What follows belongs to an exercise in optimizing a design on an open flow for small area, a short achievable clock period and few clock cycles per item; a production flow would make more cautious choices. RTL that was checked went through simulation tests only; none was proved equivalent to the original. The RTL of runs 5 and 6 was laid out without a check of its function.

<file path="flow/design.v">
package fspt_pkg;
	localparam int unsigned TICK_W  = 32;
	localparam int unsigned FRAME_W = 16;
	localparam int unsigned LOSS_W  = 8;
	localparam int unsigned LIMIT_W = TICK_W + LOSS_W;
	localparam logic [LOSS_W-1:0] LOSS_FRAMES_RESET = LOSS_W'(3);
	localparam logic REQ_CAPTURE = 1'b0;
	localparam logic REQ_POLL    = 1'b1;
	typedef struct packed {
		logic              req_type;
		logic [TICK_W-1:0] tick_value;
	} fspt_in_t;
	typedef struct packed {
		logic [FRAME_W-1:0] frame_count;
		logic [TICK_W-1:0]  last_capture;
		logic [TICK_W-1:0]  period_estimate;
		logic               in_sync;
		logic               sync_dropped;
	} fspt_out_t;
endpackage
module frame_sync_period_tracker (
	input  logic                                  clk,
	input  logic                                  arst_n,
	input  logic                                  cfg_we,
	input  logic [fspt_pkg::LOSS_W-1:0]           cfg_wdata,
	input  logic                                  in_valid,
	output logic                                  in_ready,
	input  fspt_pkg::fspt_in_t                    in_item,
	output logic                                  out_valid,
	input  logic                                  out_ready,
	output fspt_pkg::fspt_out_t                   out_item
);
	localparam int unsigned TW = fspt_pkg::TICK_W;
	logic                            h_valid;
	logic                            h_poll;
	logic [TW-1:0]                   h_tick;
	logic [TW-1:0]                   h_iv;       
	logic                            k_valid;
	logic                            k_poll;
	logic [TW-1:0]                   k_tick;
	logic                            out_valid_q;
	logic                            dropped_q;
	logic [fspt_pkg::LOSS_W-1:0]     loss_q;
	logic [fspt_pkg::FRAME_W-1:0]    frame_q;
	logic [TW-1:0]                   prev_q;
	logic [TW-1:0]                   period_q;
	logic                            locked_q;
	logic                            base_q;
	logic [TW:0]                     acc_q;      
	logic [2:0]                      idx_q;      
	logic                            lbit_q;     
	logic                            exact_q;
	logic                            accept;
	logic                            slot_free;
	logic                            wait_poll;
	logic                            advance;
	logic                            is_cap;
	logic                            is_poll;
	logic                            h_load;
	assign in_ready  = !k_valid;
	assign accept    = in_valid && !k_valid;
	assign slot_free = !out_valid_q || out_ready;
	assign is_cap    = h_valid && !h_poll && slot_free;
	assign is_poll   = h_valid && h_poll && slot_free && !wait_poll;
	assign advance   = is_cap || is_poll;
	assign h_load    = advance || !h_valid;
	assign out_valid = out_valid_q;
	assign out_item.frame_count     = frame_q;
	assign out_item.last_capture    = prev_q;
	assign out_item.period_estimate = period_q;
	assign out_item.in_sync         = locked_q;
	assign out_item.sync_dropped    = dropped_q;
	logic                            n_poll;
	logic [TW-1:0]                   n_tick;
	logic [TW-1:0]                   n_base;
	logic [TW-1:0]                   n_iv;
	logic                            n_co;
	assign n_poll = k_valid ? k_poll : in_item.req_type;
	assign n_tick = k_valid ? k_tick : in_item.tick_value;
	assign n_base = (h_valid && !h_poll) ? h_tick : prev_q;
	fspt_add #(.W(TW)) u_interval (.a(n_tick), .b(~n_base), .cin(1'b1), .sum(n_iv), .cout(n_co));
	always_ff @(posedge clk or negedge arst_n) begin
		if (!arst_n) begin
			h_valid <= 1'b0;
			k_valid <= 1'b0;
		end else begin
			if (h_load)
				h_valid <= k_valid || accept;
			if (advance)
				k_valid <= 1'b0;
			else if (h_valid && accept)
				k_valid <= 1'b1;
		end
	end
	always_ff @(posedge clk) begin
		if (h_load) begin
			h_poll <= n_poll;
			h_tick <= n_tick;
			h_iv   <= n_iv;
		end
		if (!k_valid) begin
			k_poll <= in_item.req_type;
			k_tick <= in_item.tick_value;
		end
	end
	logic [TW-1:0]                   e_a, e_b, e_c, e_s, e_k;
	logic [TW-1:0]                   ema;
	logic                            ema_co;
	assign e_a = period_q;
	assign e_b = ~(period_q >> 2);
	assign e_c = h_iv >> 2;
	assign e_s = e_a ^ e_b ^ e_c;
	assign e_k = {((e_a & e_b) | (e_a & e_c) | (e_b & e_c)), 1'b0};
	fspt_add #(.W(TW)) u_ema (.a(e_s), .b(e_k), .cin(1'b1), .sum(ema), .cout(ema_co));
	logic [TW-1:0]                   ge_d;
	logic                            ge_co;
	logic                            ge;
	logic                            loss_zero;
	logic                            can_drop;
	logic                            drop_now;
	fspt_add #(.W(TW)) u_ge (.a(h_iv), .b(~acc_q[TW-1:0]), .cin(1'b1), .sum(ge_d), .cout(ge_co));
	assign ge = !acc_q[TW] && ge_co;
	assign loss_zero = loss_q == '0;
	assign can_drop  = locked_q && (period_q != '0);
	assign drop_now  = can_drop && (loss_zero || (ge && exact_q));
	assign wait_poll = h_poll && can_drop && !loss_zero && ge && !exact_q;
	logic [TW-1:0]                   period_d;
	assign period_d = (is_cap && base_q) ? (locked_q ? ema : h_iv) : period_q;
	logic [2:0]                      top;
	logic [2:0]                      top_new;
	logic [2:0]                      top_rs;
	logic                            restart;
	logic [TW-1:0]                   pm;
	logic [TW:0]                     u_lo;
	logic                            u_co;
	logic                            ovf;
	always_comb begin
		top = 3'd0;
		for (int i = 1; i < 8; i++)
			if (loss_q[i]) top = 3'(i);
		top_new = 3'd0;
		for (int i = 1; i < 8; i++)
			if (cfg_wdata[i]) top_new = 3'(i);
	end
	assign restart = (is_cap && base_q) || cfg_we;
	assign top_rs  = cfg_we ? top_new : top;
	assign pm      = period_q & {TW{lbit_q}};
	fspt_add #(.W(TW+1)) u_horner (.a({acc_q[TW-1:0], 1'b0}), .b({1'b0, pm}), .cin(1'b0), .sum(u_lo), .cout(u_co));
	assign ovf     = acc_q[TW] || u_co || u_lo[TW];
	logic [2:0]                      idx_d;
	logic [fspt_pkg::LOSS_W-1:0]     loss_d;
	assign loss_d = cfg_we ? cfg_wdata : loss_q;
	assign idx_d  = restart ? (top_rs - 3'd1) : (!exact_q ? (idx_q - 3'd1) : idx_q);
	always_ff @(posedge clk or negedge arst_n) begin
		if (!arst_n) begin
			idx_q   <= 3'd0;
			lbit_q  <= 1'b0;
			exact_q <= 1'b0;
		end else begin
			idx_q  <= idx_d;
			lbit_q <= loss_d[idx_d];
			if (restart)
				exact_q <= top_rs == 3'd0;
			else if (!exact_q)
				exact_q <= idx_q == 3'd0;
		end
	end
	always_ff @(posedge clk) begin
		if (restart) begin
			acc_q <= {1'b0, period_d};
		end else if (!exact_q) begin
			acc_q <= {ovf, u_lo[TW-1:0]};
		end
	end
	always_ff @(posedge clk or negedge arst_n) begin
		if (!arst_n) begin
			out_valid_q <= 1'b0;
		end else if (advance) begin
			out_valid_q <= 1'b1;
		end else if (out_ready) begin
			out_valid_q <= 1'b0;
		end
	end
	always_ff @(posedge clk) begin
		if (advance) begin
			dropped_q <= h_poll && drop_now;
		end
	end
	always_ff @(posedge clk or negedge arst_n) begin
		if (!arst_n) begin
			loss_q   <= fspt_pkg::LOSS_FRAMES_RESET;
			frame_q  <= '0;
			prev_q   <= '0;
			period_q <= '0;
			locked_q <= 1'b0;
			base_q   <= 1'b0;
		end else begin
			if (cfg_we) begin
				loss_q <= cfg_wdata;
			end
			period_q <= period_d;
			if (is_cap) begin
				frame_q  <= frame_q + fspt_pkg::FRAME_W'(1);
				prev_q   <= h_tick;
				locked_q <= locked_q || base_q;
				base_q   <= 1'b1;
			end else if (is_poll && drop_now) begin
				locked_q <= 1'b0;
				base_q   <= 1'b0;
			end
		end
	end
endmodule
module fspt_add #(
	parameter int unsigned W = 32
) (
	input  logic [W-1:0] a,
	input  logic [W-1:0] b,
	input  logic         cin,
	output logic [W-1:0] sum,
	output logic         cout
);
	logic [W-1:0] p0, g0, g, p;
	assign p0 = a ^ b;
	assign g0 = a & b;
	always_comb begin
		g = g0;
		p = p0;
		g[0] = g0[0] | (p0[0] & cin);
		for (int l = 0; (1 << l) < W; l++) begin
			for (int j = 0; j < W; j++) begin
				if (((j >> l) & 1) != 0) begin
					g[j] = g[j] | (p[j] & g[((j >> l) << l) - 1]);
					p[j] = p[j] & p[((j >> l) << l) - 1];
				end
			end
		end
	end
	assign sum  = p0 ^ {g[W-2:0], cin};
	assign cout = g[W-1];
endmodule
</file>
<file path="flow/flow/run.sh">
#!/bin/bash
# The standard layout (standard.sh: ORFS synthesis through finish), with
# one change: the buffers that ORFS puts on every input and output port are
# made from the plain sky130_fd_sc_hd__buf_1 cell instead of the delay-buffer
# cell buffer_ports picks by default. Timing repair may still resize them.
# ORFS's own per-step logs are kept under orfs/logs; the make output goes to
# standard.log in this folder.
set -euo pipefail
export BUFFER_PORTS_ARGS="-buffer_cell sky130_fd_sc_hd__buf_1"
bash standard.sh > standard.log 2>&1
</file>
<file path="flow/standard.sh">
#!/bin/bash
# synth_recipe.tcl (not shown) runs the flow's synth.tcl, then flattens the netlist and writes it again
# the make line also repeats each setting of config.mk as NAME=value (left out here)
make -C /OpenROAD-flow-scripts/flow DESIGN_CONFIG=/design/flow/config.mk WORK_HOME=/design/flow/orfs CLKGATE_MAP_FILE= SYNTH_SCRIPT=/design/flow/synth_recipe.tcl "${@:-finish}"
</file>
<file path="flow/config.mk">
export PLATFORM = sky130hd
export DESIGN_NAME = frame_sync_period_tracker
export DESIGN_NICKNAME = frame_sync_period_tracker
export VERILOG_FILES = /design/flow/design.v
export SDC_FILE = /design/flow/constraint.sdc
export NUM_CORES = 4
export LEC_CHECK = 0
export ABC_AREA = 1
export CAP_MARGIN = 20
export CORE_MARGIN = 2
export CORE_UTILIZATION = 55
export CTS_CLUSTER_DIAMETER = 150
export CTS_CLUSTER_SIZE = 15
export SETUP_SLACK_MARGIN = 4.5
export SLEW_MARGIN = 20
</file>
<file path="flow/constraint.sdc">
create_clock -name core_clock -period 8.0 [get_ports {clk}]
set_input_delay 1.6000 -clock core_clock [delete_from_list [all_inputs] [get_ports {clk}]]
set_output_delay 1.6000 -clock core_clock [all_outputs]
set_load 0.01 [all_outputs]
</file>
==> notes.md, run 1 <==
- Largest net degree at the start of global routing: 68
- First-pass GRT wire length: 64,100 um
- Antenna Violating Nets Remaining: 0
- YS warnings: 3
- Reg2reg start: h_valid$_DFFE_PN0P_
- Clk_skew: 39.8 ps
- Buffers & Inverters on Critical Path: 3
- Vias in the first global route: 12.6k
- Post-synthesis xor/xnor area fraction: 2.62%
- Fraction of registers with async set/reset: between 40% and 50%
- Clk latency of the worst-skew pair: roughly 520 ps
- Mean Syn Cell Area: 7.72 um^2
- Post-synthesis compound-gate area fraction: 9.96%
- Setup CP Type: in -> reg
- # setup viols final: 0
- Leading area contributor after synthesis: edfxtp_1
- Wirelength, routed: 39,300 um
- H-tree depth: 1
- Yosys cell types: 45
- Relative slew slack: between 30% and 40%
- Final setup TNS: 0 ps
- Average wire per standard cell: approximately 15 um
- Reg clk slew, reported paths: 80 ps
- Routed vias: 13.2k
- Drt via density: 5.15
- Most frequent cell after synthesis: nand2_1
- Number of stages on the worst setup path: 15
- Die ar.: 29,900 um^2
- WP data arrival: 3740 ps
- Initial core utilization: 56.2%
- Total GRT Usage: between 20% and 30%
- Layout cell share with drive strength beyond 1: 6.04%
- Crit path cell chain: buf_6 -> o21ai_4 -> ha_2 -> inv_2 -> fa_2 -> inv_2 -> nor2_2 -> a211oi_2 -> o21ai_2 -> nand2_2 -> nand2_4 -> nand3_4 -> nand2_8 -> fa_2 -> xor2_1
- FMAX: 286 MHz
- PortBufs: 129
- Critical path startpoint: in_item[0]
- Total clock sinks: 230
- Share of the synthesized area in the top cell type: 18.7%
- GPL Wtd Cong: 0.864
- Maxcap violations: 0
- CTS tree: built
- R2R cell count: 17
- Number of synthesized flops with an enable pin: 98
- Hold crit path type: reg -> reg
- Fin area: around 18,000 um^2
- Die Ht: 173 um
- Final Slew Violations: 0
- Rows: 61
- R2r setup slk: between 4000 and 5000 ps
- Total gr overflow: 0
- Clk root buf: clkbuf_16
- DR pass1 iterations: 6
- Crit path capture: h_iv[17]$_DFFE_PP_
- Main combinational cell family by area after synthesis: simple AND/OR/NAND/NOR gates
- CP max stage cell: fa_2
- Top cells by count, synth: nand2_1 (618), inv_1 (360), o21ai_0 (133), ha_1 (128), a21oi_1 (120)
- # diodes: 0
- Fin crit period: around 3500 ps
- Synthesized area: 15,700 um^2
- DP HPWL: 28,200 um
- CORE AREA: about 28,000 um^2
- Status: finished clean
- Final hold vios: 0
- Crit start category: primary input
- RSZ-0062 raised after global routing: true
- Worst Tran Pin Value: 972 ps
- CTS buffer count: 19
- Longest Clk Path Bufs: 3
- Period utilization: ~44%
- Area delta synth->final: 11.7%
- RR Endpoint: h_iv[17]$_DFFE_PP_
- Seq/Total Area, Yosys: 38.7%
- Top_reg_cell synth: edfxtp_1
- Iter 0 DRT Violations: 848
- DP Area: 16,600 um^2
- Post-layout util: 62.8%
- Required @ worst endpoint: approximately 8300 ps
- Die extent in x: 173 um
- DRC: 0
- CP endpoint kind: register
- Adder-Cell Fraction of Synth Area: ~16%
- Largest fanout on the critical path: 7
- Max incr delay on CP: 370 ps
- Synth Register Bits: 230
- Multiplexer share of the synthesized area: 0.255%
- Fillers: 2,615
- Ranking of synthesized cells by area: edfxtp_1 (19%), dfrtp_1 (15%), nand2_1 (15%)
- Io pins: 130
- Post-synthesis simple-gate area fraction: a little under a quarter
- Cell count after synthesis: 2,034
- Kind of cell adding the most delay to the critical path: adder cells
- Initial antenna violation count: 0
- Post-Syn Nets: around 2.3k
- Nets@finish: 2,391
[layer usage]
layer	part of all wire (%)	vias to the layer above	wire, um	GRT usage, %
li1	-	6724	-	-
met1	48	6114	18800	37.0
met2	45	317	17600	42.4
met3	5.6	46	2200	4.53
met4	1.7	0	663	5.23
met5	0	-	0	0
[flip-flops by register name, summed over array words and instances (netlist names), 3 cells and up]
signal,cells
acc_q,33
frame_q,16
h_iv,32
h_tick,32
idx_q,3
k_tick,32
loss_q,8
period_q,32
prev_q,32
[stage by stage]
stage / setup WS [ps] / std cells / hold slack [ps]
after floorplan: 4040 / 2034 / 418
after global placement: 2630 / 2499 / 445
after detailed placement: 2590 / 2499 / 441
after CTS: 4500 / 2540 / 463
after global routing: 4420 / 2564 / 503
final: 4500 / 2564 / 465
[cell type report]
class,instances,area [um^2],share of cell area (%)
Multi-Input combinational cell,1393,8270,47.1
Clock inverter,2,20.0,0.114
Sequential cell,230,6100,34.8
Clock buffer,32,524,2.99
Inverter,366,1390,7.92
Timing Repair Buffer,163,772,4.40
Tap cell,378,473,2.70
[logic make-up (layout without fill, tap and decap cells)]
logic type / count (synthesis) / in the layout
AO/OA/AOI/OAI: 294 / 294
XOR/XNOR: 47 / 47
adder cells (fa/ha/maj): 172 / 172
buffers and inverters: 415 / 563
flip-flops: 230 / 230
multiplexers: 4 / 4
AND/OR/NAND/NOR: 872 / 876
[worst min-delay path by stage]
stage,from,end,slack (ps),cells after the start
after CTS,k_poll$_DFF_P_,k_poll$_DFF_P_,460,2
after floorplan,k_poll$_DFF_P_,k_poll$_DFF_P_,420,2
after detailed placement,k_poll$_DFF_P_,k_poll$_DFF_P_,440,2
final,k_poll$_DFF_P_,k_poll$_DFF_P_,460,2
after global placement,k_poll$_DFF_P_,k_poll$_DFF_P_,450,2
after global routing,frame_q[15]$_DFFE_PN0P_,frame_q[15]$_DFFE_PN0P_,500,1
[timing repair]
item / 4_1_cts / 5_1_grt
buffers inserted: 4 / 23
hold buffers: 0 / 0
gates resized for setup: 24 / 40
pin swaps: 8 / 9
cloned: 3 / 1
endpoints found under the setup margin: 163 / 53
[layout by cell type (no fill, tap or decap), types with 11 or more instances in the layout]
cell type	instances
xnor2_1	18
buf_1	126
clkbuf_16	19
clkbuf_1	13
dfxtp_1	34
nor3_1	17
nand2_1	611
o21ai_0	124
o21bai_1	11
xor2_1	29
inv_1	357
nor2_1	95
or2_2	11
nand3_1	95
dfrtp_1	82
ha_1	127
nand4_1	11
a21oi_1	118
buf_4	31
dfrtp_2	14
edfxtp_1	98
fa_1	41
[worst reg2reg max path: cells and delay by family (launching register included)]
kind                     cells  cell delay (ps)
buffers and inverters        4              410
XOR/XNOR                     1              160
AND/OR/NAND/NOR              6              640
adder cells (fa/ha/maj)      3              910
flip-flops                   1              460
AO/OA/AOI/OAI                3              580
Testbench counts, summed over its fixed seeds: cycles 24,139, items 24,000.
==> run 2, diff against run 1 <==
--- a/flow/config.mk
+++ b/flow/config.mk
@@ -10,5 +10,6 @@
 export CORE_MARGIN = 2
-export CORE_UTILIZATION = 55
+export CORE_UTILIZATION = 60
 export CTS_CLUSTER_DIAMETER = 150
 export CTS_CLUSTER_SIZE = 15
+export PLACE_DENSITY = 0.75
 export SETUP_SLACK_MARGIN = 4.5
==> run 2 against run 1 <==
  * Still clean
  * Clock-buffer cell count is the same
  * Wire length shrank 2.5%
  * Critical path depth is the same
  * Critical path type unchanged
  * Highest routed layer unchanged
==> notes.md, run 2 <==
- Status: finished clean
- Nets@finish: 2,376 (-0.63%)
- # setup viols final: 0 (unchanged)
- Max reg flops: 33 (unchanged)
- Total clock sinks: 230 (unchanged)
- Clk latency of the worst-skew pair: 510 ps (about the same)
- First-pass GRT wire length: 63,300 um (-1.2%)
- Leading area contributor after synthesis: edfxtp_1
- Critical path startpoint: in_item[0]
- Number of synthesized flops with an enable pin: 98 (unchanged)
- Most frequent cell after synthesis: nand2_1
- Vias in the first global route: 12.9k (+2.8%)
- Maxcap violations: 0 (unchanged)
- Die ar.: 27,500 um^2 (-8.1%)
- Period utilization: 43.4% (-0.33 points)
- Final setup TNS: 0 ps (unchanged)
- Seq/Total Area, Yosys: 38.7% (unchanged)
- Mean Syn Cell Area: 7.72 um^2 (unchanged)
- Initial core utilization: 60.6% (+4.4 points)
- Crit start category: primary input
- DP HPWL: 27,800 um (-1.5%)
- Reg2reg start: period_q[8]$_DFF_PN0_
- H-tree depth: 1 (unchanged)
- Setup WS pre-CTS: 2820 ps (+236 ps)
- Fillers: 2,221 (-15%)
- Hold crit path type: reg -> reg
- Average wire per standard cell: 15.3 um (-0.29%)
- Post-Syn Nets: 2,252 (unchanged)
- CTS tree: built
- Most common cell after layout, fill and taps aside: nand2_1
- Synth Register Bits: 230 (unchanged)
- Die Ht: 166 um (-4.2%)
- PortBufs: 129 (unchanged)
- Placed insts: 2,454 (-1.8%)
- Clk root buf: clkbuf_16
- Largest Register: acc_q
- Die extent in x: 166 um (-4.2%)
- Antenna Violating Nets Remaining: 0 (unchanged)
- Relative slew slack: 35.1% (-0.16 points)
- Top cells by count, synth: nand2_1 (618), inv_1 (360), o21ai_0 (133), ha_1 (128), a21oi_1 (120)
- Total GRT Usage: 27.9% (+1.7 points)
- Post-Layout Cell Count: 2,506 (-2.3%)
- GPL Wtd Cong: 0.951 (+10%)
- Layout cell share with drive strength beyond 1: 4.93% (-1.1 points)
- Longest Clk Path Bufs: 3 (unchanged)
- Top_reg_cell synth: edfxtp_1
- CP endpoint kind: register
- Drt via density: 5.33 (+3.6%)
- Initial antenna violation count: 0 (unchanged)
- RSZ-0062 raised after global routing: true
- R2R cell count: 18 (+1)
- Largest net degree at the start of global routing: 70 (+2.9%)
- Commonest non-fill, non-tap cells in the layout: nand2_1 (611), inv_1 (357), o21ai_0 (127), ha_1 (127), buf_1 (126)
- Required @ worst endpoint: 8260 ps (about the same)
- CTS buffer count: 19 (unchanged)
- Iter 0 DRT Violations: 914 (+7.8%)
- CORE AREA: 25,900 um^2 (-7.2%)
- Hold Path End: k_poll$_DFF_P_
- Hold buffer count at CTS: 0 (unchanged)
- Final hold vios: 0 (unchanged)
- Total gr overflow: 0 (unchanged)
- YS warnings: 3 (unchanged)
- Worst Tran Pin Value: 974 ps (+2.34 ps)
- Clk_skew: 20.8 ps (-19.0 ps)
- Hold path cells: 2 (unchanged)
- # diodes: 0 (unchanged)
- Io pins: 130 (unchanged)
- Synthesized area: 15,700 um^2 (unchanged)
- Fin crit period: 3470 ps (-26.3 ps)
- DRC: 0 (unchanged)
- Area delta synth->final: 10.4%
- Routed vias: 13.4k (+1.3%)
- Ranking of synthesized cells by area: edfxtp_1 (19%), dfrtp_1 (15%), nand2_1 (15%)
- RR Endpoint: acc_q[17]$_DFFE_PP_
- Yosys cell types: 45 (unchanged)
- Rows: 59 (-3.3%)
- Final Slew Violations: 0 (unchanged)
- Min-delay src: k_poll$_DFF_P_
- Share of the synthesized area in the top cell type: 18.7% (unchanged)
- Cell count after synthesis: 2,034 (unchanged)
- Reg clk slew, reported paths: 70 ps (about the same)
- Fraction of registers with async set/reset: 42.6% (unchanged)
- Wirelength, routed: 38,300 um (-2.5%)
- Post-layout util: 66.9% (+4.1 points)
- DR pass1 iterations: 6 (unchanged)
- Setup CP Type: in -> reg
- R2r setup slk: 4590 ps (+30 ps)
- Largest fanout on the critical path: 6 (-1)
- WP data arrival: 3730 ps (about the same)
- FMAX: 288 MHz (+0.76%)
- Worst setup margin: 4530 ps (+26.3 ps)
[run 2: cell counts after synthesis]
No cell type changed its count.
[run 2: repair_timing]
item | 4_1_cts | 5_1_grt
gates cloned | 3 | 0
pin swaps | 5 | 5
gates resized for setup | 25 | 21
buffers inserted | 8 | 6
setup endpoints to repair | 151 | 97
[run 2: critical path: stages]
cell	delay [ps]
clkbuf_2	100
o21ai_4	160
ha_2	190
inv_1	50
fa_2	330
inv_2	60
nor2_1	40
a211oi_2	270
o21ai_2	110
nand2_2	80
nand2_4	90
nand3_4	90
nand2_4	50
fa_2	340
xor2_1	160
[run 2: layer usage]
layer | share of wire [%] | up-vias | wire (um) | GRT usage (%)
met5 | 0 | - | 0 | 0
met3 | 7.0 | 58 | 2670 | 4.77
met4 | 2.6 | 0 | 1000 | 7.79
met2 | 45 | 394 | 17200 | 44.7
met1 | 45 | 6209 | 17400 | 39.4
li1 | - | 6707 | - | -
[run 2: cells by family (layout without fill, tap and decap cells)]
kind of cell | count (synthesis) | count (layout) | share of synthesized area, %
AND/OR/NAND/NOR | 872 | 875 | 22.6
buffers and inverters | 415 | 549 | 10.1
AO/OA/AOI/OAI | 294 | 294 | 9.96
flip-flops | 230 | 230 | 38.7
adder cells (fa/ha/maj) | 172 | 172 | 15.8
XOR/XNOR | 47 | 47 | 2.62
multiplexers | 4 | 4 | 0.255
[run 2: final cells by class]
type / count / area [um^2] / area share (%)
multi-input combinational: 1392 / 8220 / 47.4
sequential: 230 / 6090 / 35.1
inverter: 366 / 1380 / 7.98
timing repair buffer: 149 / 677 / 3.90
clock buffer: 32 / 524 / 3.02
tap: 335 / 419 / 2.42
clock inverter: 2 / 20.0 / 0.115
[run 2: how the worst max path moves through the flow]
| stage | slack, ps | depth (start not counted) | to |
|---|---|---|---|
| CTS | 4500 | 15 | h_iv[17]$_DFFE_PP_ |
| global placement | 2840 | 8 | acc_q[24]$_DFFE_PP_ |
| finish | 4530 | 15 | h_iv[17]$_DFFE_PP_ |
| global route | 4330 | 18 | acc_q[17]$_DFFE_PP_ |
| floorplan | 4040 | 15 | h_iv[17]$_DFFE_PP_ |
| detailed placement | 2820 | 8 | acc_q[25]$_DFFE_PP_ |
[run 2: stage by stage]
stage | cell area [um^2] | hold slack [ps]
detailed placement | 16500 | 451
global placement | 16500 | 443
CTS | 17200 | 469
floorplan | 15800 | 418
global route | 17300 | 506
finish | 17300 | 464
==> run 3, diff against run 2 <==
--- a/flow/config.mk
+++ b/flow/config.mk
@@ -13,3 +13,2 @@
 export CTS_CLUSTER_SIZE = 15
-export PLACE_DENSITY = 0.75
 export SETUP_SLACK_MARGIN = 4.5
==> run 3 against run 2 <==
  * Worst setup slack improved by 68 ps
  * Critical path depth is the same
  * Sequential cell count stayed put
  * Sequential share of layout area is 0.29 points lower
  * Worst hold slack worse by 8.1 ps
  * Final area is 0.84% higher
  * Critical path type unchanged
  * Highest routed layer unchanged
==> notes.md, run 3 <==
- First-pass GRT wire length: 62,900 um (-0.57%)
- Synth Register Bits: 230 (unchanged)
- Ranking of synthesized cells by area: edfxtp_1 (19%), dfrtp_1 (15%), nand2_1 (15%)
- Max reg flops: 33 (unchanged)
- Synthesized area: 15,700 um^2 (unchanged)
- Longest Clk Path Bufs: 3 (unchanged)
- Routed vias: 13.2k (-1.4%)
- CP max stage cell: fa_2
- Initial antenna violation count: 0 (unchanged)
- Share of the synthesized area in the top cell type: 18.7% (unchanged)
- Seq/Total Area, Yosys: 38.7% (unchanged)
- Total GRT Usage: 27.6% (-0.25 points)
- Top cells by count, synth: nand2_1 (618), inv_1 (360), o21ai_0 (133), ha_1 (128), a21oi_1 (120)
- CP endpoint kind: register
- Rows: 59 (unchanged)
- Final setup TNS: 0 ps (unchanged)
- Status: finished clean
- RSZ-0062 raised after global routing: true
- Drt via density: 5.22 (-2.1%)
- Relative slew slack: 34.5% (-0.52 points)
- Reg clk slew, reported paths: 70 ps (about the same)
- Top_reg_cell synth: edfxtp_1
- Clk_skew: 18.0 ps (-2.81 ps)
- Leading area contributor after synthesis: edfxtp_1
- Final Slew Violations: 0 (unchanged)
- Post-Syn Nets: 2,252 (unchanged)
- Total gr overflow: 0 (unchanged)
- Clk latency of the worst-skew pair: 510 ps (about the same)
- Largest fanout on the critical path: 6 (unchanged)
- Yosys cell types: 45 (unchanged)
- DP HPWL: 27,900 um (+0.11%)
- Most frequent cell after synthesis: nand2_1
- GPL Wtd Cong: 0.856 (-10%)
- Required @ worst endpoint: 8250 ps (about the same)
- Max incr delay on CP: 340 ps (about the same)
- Initial core utilization: 60.6% (unchanged)
- R2r setup slk: 4660 ps (+70 ps)
- Fraction of registers with async set/reset: 42.6% (unchanged)
- Mean Syn Cell Area: 7.72 um^2 (unchanged)
- Setup CP Type: in -> reg
- Crit path cell chain: buf_2 -> o21ai_4 -> ha_2 -> inv_2 -> fa_2 -> inv_2 -> nor2_1 -> a211oi_2 -> o21ai_2 -> nand2_2 -> nand2_4 -> nand3_4 -> nand2_4 -> fa_2 -> xor2_1
- PortBufs: 129 (unchanged)
- Largest Register: acc_q
- DR pass1 iterations: 5 (-1)
- Fin crit period: 3400 ps (-68.4 ps)
- Vias in the first global route: 12.7k (-2.0%)
- Worst Tran Pin Value: 982 ps (+7.76 ps)
- Number of synthesized flops with an enable pin: 98 (unchanged)
- Wirelength, routed: 37,900 um (-0.96%)
- Die Ht: 166 um (unchanged)
- H-tree depth: 1 (unchanged)
- YS warnings: 3 (unchanged)
- CTS buffer count: 19 (unchanged)
- DRC: 0 (unchanged)
- Final hold vios: 0 (unchanged)
- Die ar.: 27,500 um^2 (unchanged)
- Hold buffer count at CTS: 0 (unchanged)
- CTS tree: built
- Hold crit path type: reg -> reg
- Crit start category: primary input
- Largest net degree at the start of global routing: 67 (-4.3%)
- # setup viols final: 0 (unchanged)
- Min-delay src: k_poll$_DFF_P_
- Critical path startpoint: in_item[0]
- Die extent in x: 166 um (unchanged)
- Average wire per standard cell: 15.0 um (-1.6%)
- Io pins: 130 (unchanged)
- Total clock sinks: 230 (unchanged)
- Antenna Violating Nets Remaining: 0 (unchanged)
- Post-layout util: 67.5% (+0.56 points)
- Clk root buf: clkbuf_16
- Maxcap violations: 0 (unchanged)
- Most common cell after layout, fill and taps aside: nand2_1
- Area delta synth->final: 11.3%
- Layout cell share with drive strength beyond 1: 6.08% (+1.2 points)
- Commonest non-fill, non-tap cells in the layout: nand2_1 (610), inv_1 (355), buf_1 (126), ha_1 (124), o21ai_0 (122)
- Period utilization: 42.5% (-0.85 points)
- Iter 0 DRT Violations: 857 (-6.2%)
- # diodes: 0 (unchanged)
- Cell count after synthesis: 2,034 (unchanged)
- CORE AREA: 25,900 um^2 (unchanged)
- WP data arrival: 3650 ps (-80 ps)
- Nets@finish: 2,393 (+0.72%)
- FMAX: 294 MHz (+2.0%)
- Reg2reg start: period_q[2]$_DFF_PN0_
run 3: stage by stage:
| step | hold WS [ps] | cells | area (um^2) | setup slack (ps) |
|---|---|---|---|---|
| 3_5_place_dp | 437 | 2457 | 16500 | 2680 |
| 2_1_floorplan | 418 | 2034 | 15800 | 4040 |
| 3_3_place_gp | 437 | 2457 | 16500 | 2850 |
| 6_report | 456 | 2523 | 17500 | 4600 |
| 4_1_cts | 456 | 2498 | 17200 | 4500 |
| 5_1_grt | 501 | 2523 | 17500 | 4470 |
run 3: critical path: cells and delay by family:
family	cells	cell delay (ps)
simple gates	5	360
buf+inv	3	220
compound gates	3	450
xor+xnor	1	140
fa+ha+maj	3	850
run 3: final timing paths:
path | endpoint | cells past startpoint
worst max-delay path | h_iv[17]$_DFFE_PP_ | 15
worst min-delay path | k_poll$_DFF_P_ | 2
worst max register to register | acc_q[16]$_DFFE_PP_ | 17
worst min register to register | k_poll$_DFF_P_ | 2
max in group asynchronous | prev_q[25]$_DFFE_PN0P_ | 2
min in group asynchronous | prev_q[3]$_DFFE_PN0P_ | 1
run 3: logic make-up (layout without fill, tap and decap cells):
family | count (synthesis) | after routing | share of synthesized area (%)
compound gates | 294 | 294 | 9.96
xor+xnor | 47 | 47 | 2.62
fa+ha+maj | 172 | 172 | 15.8
buf+inv | 415 | 566 | 10.1
flops | 230 | 230 | 38.7
mux | 4 | 4 | 0.255
simple gates | 872 | 875 | 22.6
run 3: layout make-up:
type,count,area [um^2]
Tap cell,335,419
Multi-Input combinational cell,1392,8260
Fill cell,2237,8430
Sequential cell,230,6090
Timing Repair Buffer,166,788
Clock buffer,32,524
Inverter,366,1390
Clock inverter,2,20.0
run 3: timing repair:
| action | 4_1_cts | 5_1_grt |
|---|---|---|
| setup endpoints to repair | 86 | 61 |
| setup buffers | 6 | 23 |
| pin swaps | 4 | 11 |
| gates resized for setup | 21 | 39 |
| cloned | 1 | 2 |
run 3: routing by layer:
metal  global-route usage (%)  up-vias  routed length (um)
met4                     5.44        0                 709
met1                     40.8     6079               18300
met2                     43.8      327               16700
met5                        0        -                   0
li1                         -     6732                   -
met3                     4.08       41                2230
==> run 4, diff against run 3 <==
--- a/flow/config.mk
+++ b/flow/config.mk
@@ -13,3 +13,3 @@
 export CTS_CLUSTER_SIZE = 15
-export SETUP_SLACK_MARGIN = 4.5
+export SETUP_SLACK_MARGIN = 4.4
 export SLEW_MARGIN = 20
==> run 4 against run 3 <==
  * Via count down 0.33%
  * Clock-buffer cell count unchanged
  * Die area unchanged
  * Area after synthesis unchanged
  * Core utilization down 0.79 points
  * Largest cell class unchanged
==> notes.md, run 4 <==
- Number of synthesized flops with an enable pin: 98 (unchanged)
- DP Area: 16,500 um^2 (unchanged)
- H-tree depth: 1 (unchanged)
- Die extent in x: 166 um (unchanged)
- Largest fanout on the critical path: 15 (+9)
- Required @ worst endpoint: 8240 ps (about the same)
- DRC: 0 (unchanged)
- Vias in the first global route: 12.8k (+0.87%)
- Fin area: 17,300 um^2 (-1.2%)
- DR pass1 iterations: 5 (unchanged)
- Wirelength, routed: 37,900 um (-0.21%)
- Reg clk slew, reported paths: 70 ps (about the same)
- Clk latency of the worst-skew pair: 510 ps (about the same)
- Final Slew Violations: 0 (unchanged)
- Seq/Total Area, Yosys: 38.7% (unchanged)
- Leading area contributor after synthesis: edfxtp_1
- Ranking of synthesized cells by area: edfxtp_1 (19%), dfrtp_1 (15%), nand2_1 (15%)
- Top_reg_cell synth: edfxtp_1
- Layout cell share with drive strength beyond 1: 4.39% (-1.7 points)
- Most common cell after layout, fill and taps aside: nand2_1
- Total GRT Usage: 27.7% (+0.090 points)
- Final hold vios: 0 (unchanged)
- Commonest non-fill, non-tap cells in the layout: nand2_1 (613), inv_1 (359), buf_1 (128), ha_1 (127), o21ai_0 (126)
- Top cells by count, synth: nand2_1 (618), inv_1 (360), o21ai_0 (133), ha_1 (128), a21oi_1 (120)
- Rows: 59 (unchanged)
- Initial core utilization: 60.6% (unchanged)
- Longest Clk Path Bufs: 3 (unchanged)
- WP data arrival: 3800 ps (+150 ps)
- Drt via density: 5.26 (+0.66%)
- Fin crit period: 3560 ps (+161 ps)
- CP endpoint kind: register
- Die ar.: 27,500 um^2 (unchanged)
- Fraction of registers with async set/reset: 42.6% (unchanged)
- Initial antenna violation count: 0 (unchanged)
- Hold crit path type: reg -> reg
- Iter 0 DRT Violations: 976 (+14%)
- Yosys cell types: 45 (unchanged)
- FMAX: 281 MHz (-4.5%)
- Largest Register: acc_q
- Total clock sinks: 230 (unchanged)
- Clk root buf: clkbuf_16
- Post-Syn Nets: 2,252 (unchanged)
- CORE AREA: 25,900 um^2 (unchanged)
- Worst Tran Pin Value: 751 ps (-231 ps)
- Clk_skew: 28.3 ps (+10.3 ps)
- DP HPWL: 27,700 um (-0.40%)
- Share of the synthesized area in the top cell type: 18.7% (unchanged)
- CTS tree: built
- Most frequent cell after synthesis: nand2_1
- RSZ-0062 raised after global routing: true
- Die Ht: 166 um (unchanged)
- Synth Register Bits: 230 (unchanged)
- # diodes: 0 (unchanged)
- Antenna Violating Nets Remaining: 0 (unchanged)
- YS warnings: 3 (unchanged)
- Routed vias: 13.1k (-0.33%)
- Max reg flops: 33 (unchanged)
- Crit start category: primary input
- CTS buffer count: 19 (unchanged)
- Cell count after synthesis: 2,034 (unchanged)
- Final setup TNS: 0 ps (unchanged)
- Largest net degree at the start of global routing: 66 (-1.5%)
- Mean Syn Cell Area: 7.72 um^2 (unchanged)
- Area delta synth->final: 10.0%
- Io pins: 130 (unchanged)
- First-pass GRT wire length: 62,900 um (about the same)
- GPL Wtd Cong: 0.891 (+4.2%)
- Period utilization: 44.5% (+2.0 points)
- PortBufs: 129 (unchanged)
- Nets@finish: 2,368 (-1.0%)
- Fillers: 2,231 (-0.27%)
- Average wire per standard cell: 15.2 um (+0.79%)
- Min Hold Slack: 465 ps (+9.06 ps)
- Total gr overflow: 0 (unchanged)
- Synthesized area: 15,700 um^2 (unchanged)
- # setup viols final: 0 (unchanged)
- Maxcap violations: 0 (unchanged)
- Setup CP Type: in -> reg
- Status: finished clean
- Relative slew slack: 50.0% (+15 points)
==> run 4: layout make-up <==
class | instances | area, um^2 | area share [%]
clock buffer | 32 | 524 | 3.03
clock inverter | 2 | 20.0 | 0.116
inverter | 366 | 1380 | 7.99
multi-input combinational | 1393 | 8210 | 47.5
sequential | 230 | 6090 | 35.3
tap | 335 | 419 | 2.43
timing repair buffer | 140 | 629 | 3.64
==> run 4: cell families after synthesis <==
group           count (synthesis)  synth area share (%)
compound gates                294                  9.96
flops                         230                  38.7
mux                             4                 0.255
xor+xnor                       47                  2.62
fa+ha+maj                     172                  15.8
buf+inv                       415                  10.1
simple gates                  872                  22.6
==> run 4: path summary, 6_finish.rpt <==
kind,end,depth (start not counted),slack [ps],from
worst max-delay path,h_iv[17]$_DFFE_PP_,15,4440,in_item[0]
worst min-delay path,k_poll$_DFF_P_,2,470,k_poll$_DFF_P_
worst max register to register,h_iv[17]$_DFFE_PP_,18,4500,k_valid$_DFFE_PN0P_
worst min register to register,k_poll$_DFF_P_,2,470,k_poll$_DFF_P_
max in group asynchronous,k_valid$_DFFE_PN0P_,2,5600,arst_n
min in group asynchronous,prev_q[1]$_DFFE_PN0P_,1,1150,arst_n
==> run 4: critical path, cell delays in order <==
cell and delay [ps]:
buf_1 100, o21ai_4 130, ha_2 180, inv_1 40, fa_2 330, inv_2 70
nor2_1 40, a211oi_2 250, o21ai_2 110, nand2_2 100, nand2_4 90, nand3_4 100
nand2_8 100, fa_2 390, xor2_1 160
==> run 4: timing repair <==
action                     CTS  global route
hold buffers                 0             0
resized for setup           16            26
cloned                       4             1
setup buffers                0             3
setup endpoints to repair  119            80
pin swaps                    2             4
==> run 4: through the flow <==
| stage | util [%] | worst slack (ps) | cells |
|---|---|---|---|
| floorplan | - | 4040 | 2034 |
| global placement | 63.7 | 3600 | 2455 |
| detailed placement | 63.7 | 3530 | 2456 |
| CTS | 66.3 | 4320 | 2494 |
| global route | 66.7 | 4330 | 2498 |
| finish | 66.7 | 4440 | 2498 |
==> run 4: metal layers <==
| layer | up-vias | global-route usage [%] | share of wire (%) |
|---|---|---|---|
| met5 | - | 0 | 0 |
| li1 | 6681 | - | - |
| met4 | 0 | 4.88 | 1.8 |
| met1 | 6040 | 40.6 | 47 |
| met3 | 50 | 3.43 | 6.4 |
| met2 | 364 | 45.1 | 44 |
==> run 5, diff against run 4 <==
--- a/flow/design.v
+++ b/flow/design.v
@@ -120,3 +120,4 @@
 	logic                            drop_now;
-	fspt_add #(.W(TW)) u_ge (.a(h_iv), .b(~acc_q[TW-1:0]), .cin(1'b1), .sum(ge_d), .cout(ge_co));
+	assign ge_d  = '0;
+	fspt_geq #(.W(TW)) u_ge (.a(h_iv), .b(acc_q[TW-1:0]), .ge(ge_co));
 	assign ge = !acc_q[TW] && ge_co;
@@ -241 +242,23 @@
 endmodule
+module fspt_geq #(
+	parameter int unsigned W = 32
+) (
+	input  logic [W-1:0] a,
+	input  logic [W-1:0] b,
+	output logic         ge
+);
+	logic [W-1:0] g, t;
+	always_comb begin
+		g = a & ~b;
+		t = a | ~b;
+		for (int l = 0; (1 << l) < W; l++) begin
+			for (int j = W - 1; j >= 0; j--) begin
+				if (((j + 1) % (2 << l)) == 0) begin
+					g[j] = g[j] | (t[j] & g[j - (1 << l)]);
+					t[j] = t[j] & t[j - (1 << l)];
+				end
+			end
+		end
+	end
+	assign ge = g[W-1] | t[W-1];
+endmodule
--- a/flow/config.mk
+++ b/flow/config.mk
@@ -13,3 +13,3 @@
 export CTS_CLUSTER_SIZE = 15
-export SETUP_SLACK_MARGIN = 4.4
+export SETUP_SLACK_MARGIN = 4.5
 export SLEW_MARGIN = 20
==> run 5 against run 4 <==
  * Still clean
  * Global-route usage increased by 0.47 points
  * Clock skew is 2.7 ps higher
  * Core utilization rose by 0.98 points
  * Critical path depth unchanged
  * Non-clock buffer count increased by 11
  * Worst hold slack better by 1.8 ps
  * Area after synthesis is 2.6% lower
  * Sequential cell count stayed put
  * Critical endpoint unchanged
  * Highest routed layer unchanged
==> notes.md, run 5 <==
- Status: finished clean
- Die extent in x: 164 um (-1.3%)
- Top_reg_cell synth: edfxtp_1
- Most frequent cell after synthesis: nand2_1
- Min-delay src: k_poll$_DFF_P_
- Kind of cell adding the most delay to the critical path: adder cells
- Worst Tran Pin Value: 948 ps (+197 ps)
- H-tree depth: 1 (unchanged)
- Multiplexer share of the synthesized area: 0.262% (+0.0068 points)
- CTS tree: built
- Routed vias: 13.0k (-1.3%)
- Nets@finish: 2,284 (-3.5%)
- Die Ht: 164 um (-1.3%)
- R2R cell count: 16 (-2)
- Fraction of registers with async set/reset: 42.6% (unchanged)
- Adder-Cell Fraction of Synth Area: 13.7% (-2.1 points)
- Cell mode on critical path: nand3_2
- R2r setup slk: 4610 ps (+110 ps)
- Initial antenna violation count: 0 (unchanged)
- Reg clk slew, reported paths: 70 ps (about the same)
- Final hold vios: 0 (unchanged)
- Post-Syn Nets: 2,159 (-4.1%)
- Hold Path End: k_poll$_DFF_P_
- Clk root buf: clkbuf_16
- Rows: 58 (-1.7%)
- Crit path cell chain: buf_6 -> o21ai_4 -> ha_4 -> inv_2 -> fa_2 -> nand3_2 -> nand3_2 -> nand3_2 -> nand2_2 -> nand3_2 -> nand2_4 -> a21oi_4 -> o21ai_4 -> fa_2 -> xor2_1
- Ranking of synthesized cells by area: edfxtp_1 (19%), dfrtp_1 (16%), nand2_1 (15%)
- Leading area contributor after synthesis: edfxtp_1
- Mean Syn Cell Area: 7.76 um^2 (+0.46%)
- Cell count after synthesis: 1,972 (-3.0%)
- DRC: 0 (unchanged)
- Fin area: 17,000 um^2 (-1.7%)
- Average wire per standard cell: 15.4 um (+1.4%)
- YS warnings: 4 (+1)
- Clk_skew: 30.9 ps (+2.66 ps)
- GPL Wtd Cong: 0.890 (-0.12%)
- Synthesized area: 15,300 um^2 (-2.6%)
- # diodes: 0 (unchanged)
- Seq/Total Area, Yosys: 39.7% (+1.0 points)
- # setup viols final: 0 (unchanged)
- Period utilization: 43.8% (-0.75 points)
- Die ar.: 26,800 um^2 (-2.5%)
- CP max stage cell: fa_2
- Total gr overflow: 0 (unchanged)
- Wirelength, routed: 37,500 um (-0.93%)
- Total GRT Usage: 28.2% (+0.47 points)
- Layout cell share with drive strength beyond 1: 5.88% (+1.5 points)
- Area delta synth->final: 11.0%
- Largest net degree at the start of global routing: 71 (+7.6%)
- Longest Clk Path Bufs: 3 (unchanged)
- Final setup TNS: 0 ps (unchanged)
- First-pass GRT wire length: 60,400 um (-4.1%)
- Required @ worst endpoint: 8260 ps (+20 ps)
- PortBufs: 129 (unchanged)
- Post-synthesis compound-gate area fraction: 10.5% (+0.57 points)
- Relative slew slack: 36.8% (-13 points)
- Largest fanout on the critical path: 3 (-12)
- Post-synthesis simple-gate area fraction: 23.6% (+1.1 points)
- Maxcap violations: 0 (unchanged)
- Post-synthesis xor/xnor area fraction: 2.63% (+0.013 points)
- Max reg flops: 33 (unchanged)
- Io pins: 130 (unchanged)
- Largest Register: acc_q
- Setup CP Type: in -> reg
- Hold path cells: 2 (unchanged)
- CP endpoint kind: register
- Commonest non-fill, non-tap cells in the layout: nand2_1 (590), inv_1 (321), o21ai_0 (144), buf_1 (126), nand3_1 (102)
- Buffers & Inverters on Critical Path: 2 (-1)
- CORE AREA: 25,100 um^2 (-3.1%)
- Drt via density: 5.31 (+1.0%)
- RR Endpoint: h_iv[17]$_DFFE_PP_
- Vias in the first global route: 12.4k (-3.2%)
- RSZ-0062 raised after global routing: true
- Top cells by count, synth: nand2_1 (596), inv_1 (325), o21ai_0 (156), nand3_1 (110), nor2_1 (99)
- Hold buffer count at CTS: 0 (unchanged)
- Share of the synthesized area in the top cell type: 19.2% (+0.50 points)
- Fillers: 2,200 (-1.4%)
- Total clock sinks: 230 (unchanged)
- Number of stages on the worst setup path: 15 (unchanged)
- Hold crit path type: reg -> reg
- DP Area: 16,100 um^2 (-2.6%)
- Yosys cell types: 49 (+8.9%)
- Max incr delay on CP: 380 ps (about the same)
- Antenna Violating Nets Remaining: 0 (unchanged)
- Number of synthesized flops with an enable pin: 98 (unchanged)
- Synth Register Bits: 230 (unchanged)
- Crit start category: primary input
- WP data arrival: 3770 ps (-30 ps)
- FMAX: 285 MHz (+1.7%)
- Main combinational cell family by area after synthesis: simple AND/OR/NAND/NOR gates
- Reg2reg start: h_poll$_DFFE_PP_
- Fin crit period: 3500 ps (-60.4 ps)
- Iter 0 DRT Violations: 891 (-8.7%)
- DR pass1 iterations: 7 (+2)
- Initial core utilization: 60.9% (+0.31 points)
- Most common cell after layout, fill and taps aside: nand2_1
- CTS buffer count: 19 (unchanged)
- DP HPWL: 27,200 um (-1.9%)
- Final Slew Violations: 0 (unchanged)
- Clk latency of the worst-skew pair: 510 ps (about the same)
## run 5: kinds of logic after synthesis
family,after synthesis
compound gates,301
xor+xnor,46
fa+ha+maj,141
buf+inv,381
flops,230
mux,4
simple gates,869
## run 5: tightest hold or removal path, delay by kind of cell (launching register included)
| kind | cells | cell delay (ps) |
|---|---|---|
| DFF | 1 | 310 |
| and+or+nand+nor | 2 | 120 |
## run 5: cell type report
class / count / area [um^2] / share of cell area, %
multi-input combinational: 1364 / 7980 / 47.0
sequential: 230 / 6090 / 35.8
inverter: 331 / 1250 / 7.38
timing repair buffer: 151 / 708 / 4.17
clock buffer: 32 / 524 / 3.09
tap: 330 / 413 / 2.43
clock inverter: 2 / 20.0 / 0.118
## run 5: worst max path at each step
stage           startpoint                  end  slack [ps]
2_1_floorplan   in_item[0]   h_iv[17]$_DFFE_PP_        4090
3_3_place_gp     out_ready   acc_q[9]$_DFFE_PP_        2790
3_5_place_dp     out_ready  acc_q[10]$_DFFE_PP_        2760
4_1_cts        in_item[17]   h_iv[31]$_DFFE_PP_        4510
5_1_grt         in_item[0]   h_iv[17]$_DFFE_PP_        4430
6_report        in_item[0]   h_iv[17]$_DFFE_PP_        4500
## run 5: layer usage
metal | share of wire [%] | GRT usage [%]
met4 | 2.7 | 8.29
met3 | 5.6 | 3.07
met1 | 47 | 40.1
met2 | 45 | 45.7
met5 | 0 | 0
## run 5: metrics by stage
| stage | setup slack (ps) | cells | utilization, % | hold slack (ps) |
|---|---|---|---|---|
| 5_1_grt | 4430 | 2440 | 67.7 | 523 |
| 6_report | 4500 | 2440 | 67.7 | 467 |
| 4_1_cts | 4510 | 2432 | 66.9 | 470 |
| 2_1_floorplan | 4090 | 1972 | - | 418 |
| 3_3_place_gp | 2790 | 2389 | 64.1 | 434 |
| 3_5_place_dp | 2760 | 2389 | 64.1 | 449 |
## run 5: repair_timing
item / 4_1_cts / 5_1_grt
gates cloned: 3 / 1
pin swaps: 5 / 10
endpoints found under the setup margin: 157 / 50
buffers inserted: 6 / 7
resized for setup: 17 / 48
==> run 6, diff against run 5 <==
--- a/flow/config.mk
+++ b/flow/config.mk
@@ -13,3 +13,3 @@
 export CTS_CLUSTER_SIZE = 15
-export SETUP_SLACK_MARGIN = 4.5
+export SETUP_SLACK_MARGIN = 4.7
 export SLEW_MARGIN = 20
==> run 6 against run 5 <==
  * Sequential share of layout area down 1.0 points
  * Maximum frequency up 1.1%
  * Die area unchanged
  * Largest cell class unchanged
  * Critical path depth grew 3
  * Still clean on timing, DRC and antenna
  * Final cell count up 0.94%
  * Clock skew decreased by 9.4 ps
  * Highest routed layer unchanged
  * Wire length grew 3.4%
  * Global-route usage rose by 0.62 points
  * Core utilization is 2.2 points higher
==> notes.md, run 6 <==
- Die extent in x: 164 um (unchanged)
- Layout cell share with drive strength beyond 1: 10.7% (+4.8 points)
- Met1 Track Usage GR: 42.0% (+1.9 points)
- Final setup TNS: 0 ps (unchanged)
- Status: finished clean
- Io pins: 130 (unchanged)
- Min-delay src: k_poll$_DFF_P_
- Synthesized area: 15,300 um^2 (unchanged)
- Post-synthesis xor/xnor area fraction: 2.63% (unchanged)
- Maxcap violations: 0 (unchanged)
- Busiest grt layer: met2
- Multiplexer share of the synthesized area: 0.262% (unchanged)
- Leading area contributor after synthesis: edfxtp_1
- Reg2reg start: h_poll$_DFFE_PP_
- Final hold vios: 0 (unchanged)
- Routed vias: 13.2k (+1.8%)
- Antenna Violating Nets Remaining: 0 (unchanged)
- Most common cell after layout, fill and taps aside: nand2_1
- Die ar.: 26,800 um^2 (unchanged)
- Rows: 58 (unchanged)
- FMAX: 289 MHz (+1.1%)
- Critical path startpoint: in_item[0]
- Post-Syn Nets: 2,159 (unchanged)
- RSZ-0062 raised after global routing: true
- Initial core utilization: 60.9% (unchanged)
- Adder-Cell Fraction of Synth Area: 13.7% (unchanged)
- Largest net degree at the start of global routing: 72 (+1.4%)
- Required @ worst endpoint: 8240 ps (-20 ps)
- First-pass GRT wire length: 62,000 um (+2.7%)
- Nets@finish: 2,307 (+1.0%)
- Top cells by count, synth: nand2_1 (596), inv_1 (325), o21ai_0 (156), nand3_1 (110), nor2_1 (99)
- Drt via density: 5.36 (+0.83%)
- Commonest non-fill, non-tap cells in the layout: nand2_1 (558), inv_1 (317), o21ai_0 (131), buf_1 (126), edfxtp_1 (98)
- Post-layout util: 69.8% (+2.2 points)
- Fin crit period: 3460 ps (-38.9 ps)
- WP data arrival: 3710 ps (-60 ps)
- Relative slew slack: 34.5% (-2.3 points)
- CORE AREA: 25,100 um^2 (unchanged)
- Vias in the first global route: 12.5k (+1.3%)
- Yosys cell types: 49 (unchanged)
- Longest Clk Path Bufs: 3 (unchanged)
- Share of the synthesized area in the top cell type: 19.2% (unchanged)
- Period utilization: 43.3% (-0.49 points)
- Largest Register: acc_q
- Mean Syn Cell Area: 7.76 um^2 (unchanged)
- Cell count after synthesis: 1,972 (unchanged)
- CTS buffer count: 19 (unchanged)
- Crit start category: primary input
- Initial antenna violation count: 0 (unchanged)
- Iter 0 DRT Violations: 1,032 (+16%)
- Total gr overflow: 0 (unchanged)
- Max reg flops: 33 (unchanged)
- Hold buffer count at CTS: 0 (unchanged)
- Hold crit path type: reg -> reg
- Post-synthesis simple-gate area fraction: 23.6% (unchanged)
- Reg clk slew, reported paths: 70 ps (about the same)
- PortBufs: 129 (unchanged)
- Worst Tran Pin Value: 982 ps (+34.2 ps)
- Die Ht: 164 um (unchanged)
- GPL Wtd Cong: 0.887 (-0.36%)
- Clk_skew: 21.6 ps (-9.36 ps)
- YS warnings: 4 (unchanged)
- Met2 Usage GRT: 46.7% (+0.97 points)
- Wirelength, routed: 38,800 um (+3.4%)
- Clk root buf: clkbuf_16
- Post-synthesis compound-gate area fraction: 10.5% (unchanged)
- Largest fanout on the critical path: 7 (+4)
- Seq/Total Area, Yosys: 39.7% (unchanged)
- Most frequent cell after synthesis: nand2_1
- CP endpoint kind: register
- DP HPWL: 27,000 um (-0.92%)
- DRC: 0 (unchanged)
- Final Slew Violations: 0 (unchanged)
- Main combinational cell family by area after synthesis: simple AND/OR/NAND/NOR gates
- Fraction of registers with async set/reset: 42.6% (unchanged)
- Clk latency of the worst-skew pair: 500 ps (about the same)
- Setup CP Type: in -> reg
- # diodes: 0 (unchanged)
- Synth Register Bits: 230 (unchanged)
- Average wire per standard cell: 15.7 um (+2.4%)
- Top_reg_cell synth: edfxtp_1
- R2r setup slk: 4650 ps (+40 ps)
- CTS tree: built
- Number of synthesized flops with an enable pin: 98 (unchanged)
- Area delta synth->final: 14.6%
- Met3 GRT Util: 2.95% (-0.13 points)
- # setup viols final: 0 (unchanged)
- Total GRT Usage: 28.8% (+0.62 points)
- Ranking of synthesized cells by area: edfxtp_1 (19%), dfrtp_1 (16%), nand2_1 (15%)
- Total clock sinks: 230 (unchanged)
- H-tree depth: 1 (unchanged)
- DR pass1 iterations: 5 (-2)
## run 6: what timing repair did
item | 4_1_cts | 5_1_grt
gates resized for setup | 66 | 111
setup buffers | 12 | 22
cloned | 4 | 3
pin swaps | 19 | 40
setup endpoints to repair | 178 | 46
endpoints found under the hold margin | 0 | 0
## run 6: metrics by stage
step                area (um^2)  std cells  hold slack (ps)  setup WS, ps
floorplan                 15400       1972              418          4090
global placement          16100       2388              438          2820
detailed placement        16100       2388              440          2770
CTS                       17000       2438              457          4560
global route              17500       2463              507          4470
finish                    17500       2463              455          4540
## run 6: cells by family after synthesis
kind of cell | Yosys count
adder cells (fa/ha/maj) | 141
flip-flops | 230
multiplexers | 4
buffers and inverters | 381
AND/OR/NAND/NOR | 869
AO/OA/AOI/OAI | 301
XOR/XNOR | 46
## run 6: final timing paths
check                           cells past startpoint                     to
worst max-delay path                               18     h_iv[24]$_DFFE_PP_
worst min-delay path                                2         k_poll$_DFF_P_
worst max register to register                     19     h_iv[24]$_DFFE_PP_
worst min register to register                      2         k_poll$_DFF_P_
max in group asynchronous                           2       lbit_q$_DFF_PN0_
min in group asynchronous                           1  prev_q[6]$_DFFE_PN0P_
## run 6: final cells by class
type                    instances  area, um^2
inverters                     331        1260
well taps                     330         413
repair buffers                172         921
multi-input cells            1366        8290
fillers                      2083        7580
clock inverters                 2        20.0
flip-flops and latches        230        6100
clock buffers                  32         524
## run 6: worst max-delay path, cell delays in order
cell     delay (ps)
buf_6            90
o21ai_4         140
ha_2            190
inv_2            40
fa_2            340
nand3_2          90
nand3_2          80
nand3_2          80
nand2_2          60
nand3_2          60
nand2_2          70
a21oi_4         210
o21ai_4         110
buf_12          150
buf_12          140
nand2_2          50
nand2_2          60
xor2_1          130
## run 6: per-layer routing
| layer | up-vias | wire, um | share of wire [%] |
|---|---|---|---|
| li1 | 6602 | - | - |
| met1 | 6131 | 18000 | 46 |
| met2 | 405 | 17900 | 46 |
| met3 | 53 | 2200 | 5.7 |
| met4 | 0 | 723 | 1.9 |
| met5 | - | 0 | 0 |
==> run 7, diff against run 6 <==
--- a/flow/design.v
+++ b/flow/design.v
@@ -80,3 +80,3 @@
 	assign n_base = (h_valid && !h_poll) ? h_tick : prev_q;
-	fspt_add #(.W(TW)) u_interval (.a(n_tick), .b(~n_base), .cin(1'b1), .sum(n_iv), .cout(n_co));
+	assign {n_co, n_iv} = {1'b0, n_tick} + {1'b0, ~n_base} + (TW+1)'(1);
 	always_ff @(posedge clk or negedge arst_n) begin
--- a/flow/config.mk
+++ b/flow/config.mk
@@ -13,3 +13,3 @@
 export CTS_CLUSTER_SIZE = 15
-export SETUP_SLACK_MARGIN = 4.7
+export SETUP_SLACK_MARGIN = 4.6
 export SLEW_MARGIN = 20
==> run 7 against run 6 <==
  * Synthesized cell count rose by 4.5%
  * Worst hold slack improved by 20 ps
  * Sequential cell count did not move
  * Final area fell by 0.10%
  * Clock skew barely moved
  * Core utilization fell by 2.0 points
  * Worst setup slack improved by 69 ps
  * Wire length rose by 4.1%
  * Register-to-register slack barely moved
  * Critical path type unchanged
  * Largest cell class unchanged
==> notes.md, run 7 <==
- Fillers: 2,254 (+8.2%)
- Top cells by count, synth: nand2_1 (630), inv_1 (330), o21ai_0 (153), nor2_1 (118), a21oi_1 (113)
- Fin crit period: 3400 ps (-68.5 ps)
- Longest Clk Path Bufs: 3 (unchanged)
- Placed insts: 2,484 (+4.0%)
- Final hold vios: 0 (unchanged)
- Iter 0 DRT Violations: 855 (-17%)
- Hold buffer count at CTS: 0 (unchanged)
- Number of synthesized flops with an enable pin: 98 (unchanged)
- CP endpoint kind: register
- Status: finished clean
- Rows: 59 (+1.7%)
- CTS tree: built
- DR pass1 iterations: 7 (+2)
- Max incr delay on CP: 390 ps (+50 ps)
- Total clock sinks: 230 (unchanged)
- Die ar.: 27,400 um^2 (+2.2%)
- Kind of cell adding the most delay to the critical path: compound AO/OA/AOI/OAI gates
- Top_reg_cell synth: edfxtp_1
- Die Ht: 165 um (+1.1%)
- Nets@finish: 2,386 (+3.4%)
- Clk latency of the worst-skew pair: 500 ps (about the same)
- Largest net degree at the start of global routing: 76 (+5.6%)
- Setup WS pre-CTS: 2370 ps (-401 ps)
- Io pins: 130 (unchanged)
- Buffers & Inverters on Critical Path: 2 (-2)
- Most common cell after layout, fill and taps aside: nand2_1
- Ranking of synthesized cells by area: edfxtp_1 (19%), dfrtp_1 (15%), nand2_1 (15%)
- H-tree depth: 1 (unchanged)
- CORE AREA: 25,800 um^2 (+2.9%)
- Layout cell share with drive strength beyond 1: 6.73% (-4.0 points)
- CP max stage cell: ha_1
- Reg clk slew, reported paths: 70 ps (about the same)
- Share of the synthesized area in the top cell type: 18.8% (-0.42 points)
- Vias in the first global route: 12.8k (+1.8%)
- Mean Syn Cell Area: 7.59 um^2 (-2.2%)
- Final Slew Violations: 0 (unchanged)
- Total GRT Usage: 28.6% (-0.16 points)
- Setup CP Type: in -> reg
- YS warnings: 4 (unchanged)
- Clk_skew: 21.8 ps (+0.249 ps)
- Routed vias: 13.8k (+4.4%)
- Cell count after synthesis: 2,061 (+4.5%)
- DRC: 0 (unchanged)
- Post-Layout Cell Count: 2,549 (+3.5%)
- Final setup TNS: 0 ps (unchanged)
- First-pass GRT wire length: 62,500 um (+0.86%)
- Clk root buf: clkbuf_16
- Initial antenna violation count: 0 (unchanged)
- Wirelength, routed: 40,400 um (+4.1%)
- Antenna Violating Nets Remaining: 0 (unchanged)
- Busiest grt layer: met2
- DP HPWL: 29,000 um (+7.7%)
- Worst setup margin: 4600 ps (+68.5 ps)
- Crit path cell chain: buf_1 -> nand2_1 -> nand2_1 -> ha_1 -> a21oi_1 -> inv_1 -> a21oi_1 -> o21ai_0 -> a211oi_1 -> o21ai_0 -> xor2_1
- CTS buffer count: 19 (unchanged)
- Fraction of registers with async set/reset: 42.6% (unchanged)
- GPL Wtd Cong: 0.940 (+5.9%)
- Met1 Track Usage GR: 39.8% (-2.2 points)
- Drt via density: 5.40 (+0.92%)
- # setup viols final: 0 (unchanged)
- Most frequent cell after synthesis: nand2_1
- Met3 GRT Util: 2.82% (-0.12 points)
- Commonest non-fill, non-tap cells in the layout: nand2_1 (622), inv_1 (326), o21ai_0 (141), buf_1 (127), nor2_1 (116)
- # diodes: 0 (unchanged)
- Yosys cell types: 50 (+2.0%)
- Post-Syn Nets: 2,245 (+4.0%)
- FMAX: 295 MHz (+2.0%)
- Total gr overflow: 0 (unchanged)
- Synth Register Bits: 230 (unchanged)
- Met2 Usage GRT: 47.4% (+0.72 points)
- Period utilization: 42.4% (-0.86 points)
- Seq/Total Area, Yosys: 38.9% (-0.87 points)
- Required @ worst endpoint: 8220 ps (-20 ps)
- Average wire per standard cell: 15.8 um (+0.56%)
- Initial core utilization: 60.5% (-0.39 points)
- Hold crit path type: reg -> reg
- Die extent in x: 165 um (+1.1%)
- Largest Register: acc_q
- WP data arrival: 3610 ps (-100 ps)
- Crit start category: primary input
- Synthesized area: 15,600 um^2 (+2.2%)
- Area delta synth->final: 12.0%
- Relative slew slack: 37.9% (+3.3 points)
- Largest fanout on the critical path: 5 (-2)
- Max reg flops: 33 (unchanged)
- PortBufs: 129 (unchanged)
- Leading area contributor after synthesis: edfxtp_1
- RSZ-0062 raised after global routing: true
- Maxcap violations: 0 (unchanged)
- Worst Tran Pin Value: 932 ps (-49.8 ps)
==> run 7: cell count changes in the layout (fill, tap and decap cells not counted), moves of 10 or more <==
cell     previous run  this run
a21oi_1            92       106
nand2_1           558       622
nand3_1            90       108
o21ai_0           131       141
nor2_1             96       116
nand2_2            31         5
nand3_2            16         1
==> run 7: what timing repair did <==
action,4_1_cts,5_1_grt
cloned,2,4
setup endpoints to repair,79,25
gates resized for setup,39,44
pin swaps,8,23
setup buffers,13,13
==> run 7: cell families after synthesis <==
| family | share of synthesized area, % |
|---|---|
| and+or+nand+nor | 24.1 |
| buffers and inverters | 9.30 |
| AOI/OAI and AO/OA | 11.2 |
| DFF | 38.9 |
| adders and majority gates | 13.0 |
| xor gates and xnor gates | 3.47 |
| muxes | 0.128 |
==> run 7: path summary, 6_finish.rpt <==
| kind | slack, ps | startpoint | cells past startpoint | end |
|---|---|---|---|---|
| setup / recovery | 4600 | in_item[10] | 11 | h_iv[25]$_DFFE_PP_ |
| hold / removal | 480 | k_poll$_DFF_P_ | 2 | k_poll$_DFF_P_ |
| setup reg to reg | 4660 | period_q[2]$_DFF_PN0_ | 18 | acc_q[16]$_DFFE_PP_ |
| hold reg to reg | 480 | k_poll$_DFF_P_ | 2 | k_poll$_DFF_P_ |
| max in group asynchronous | 5830 | arst_n | 2 | period_q[3]$_DFF_PN0_ |
| min in group asynchronous | 1040 | arst_n | 1 | period_q[28]$_DFF_PN0_ |
==> run 7: per-stage QoR <==
| stage | utilization (%) | hold WS, ps | instance area (um^2) |
|---|---|---|---|
| finish | 67.8 | 475 | 17500 |
| global route | 67.8 | 493 | 17500 |
| CTS | 66.7 | 470 | 17200 |
| detailed placement | 63.7 | 450 | 16500 |
| global placement | 63.7 | 445 | 16500 |
| floorplan | - | 418 | 15700 |
==> run 7: cell type report <==
cell class              count  area [um^2]  area share (%)
multi-input cells        1452         8400            47.9
flip-flops and latches    230         6100            34.8
inverters                 336         1290            7.36
repair buffers            162          768            4.39
clock buffers              32          524            2.99
well taps                 335          419            2.39
clock inverters             1         11.3          0.0643
repair inverters            1         8.76          0.0500
==> run 7: routing by layer <==
metal  part of all wire [%]  up-vias
met5                      0        -
met4                    3.1        0
li1                       -     6892
met3                    5.2       94
met1                     45     6367
met2                     47      424
==> run 7: tightest hold or removal path, stage by stage, from the launching register on <==
cell	delay, ps
dfxtp_1	310
nand2_1	50
nand2_1	80
Testbench counts of run 7, summed over its fixed seeds: cycles 24,139, items 24,000.

[static timing again, ports no longer ideal]
The flow's constraints put no driver on any port. The routed layouts listed below were extracted and timed again, unchanged, in two steps.
Step 1 assumes that a clkbuf_16 drives the clock port and a buf_2 every other input.
Step 2, shift: input delay + t, output delay - t, t = (earliest + latest rising clock arrival at the registers) / 2. This alone moves slack from input paths to output paths.
Three values: no drivers, after step 1, after step 2; two values: the first two.
run | shift t [ns] | setup WS [ns] | worst register clock-pin slew, ns
run 1 | 0.550 | 4.503 / 4.524 / 3.974 | 0.08 / 0.08
run 2 | 0.548 | 4.529 / 4.554 / 4.006 | 0.08 / 0.08
run 3 | 0.548 | 4.597 / 4.627 / 4.079 | 0.08 / 0.08
run 4 | 0.542 | 4.437 / 4.464 / 3.922 | 0.08 / 0.08
run 5 | 0.546 | 4.497 / 4.517 / 3.971 | 0.08 / 0.08
run 6 | 0.544 | 4.536 / 4.551 / 4.007 | 0.08 / 0.08
run 7 | 0.536 | 4.605 / 4.632 / 4.096 | 0.08 / 0.08
After both steps every run listed still meets setup and hold.
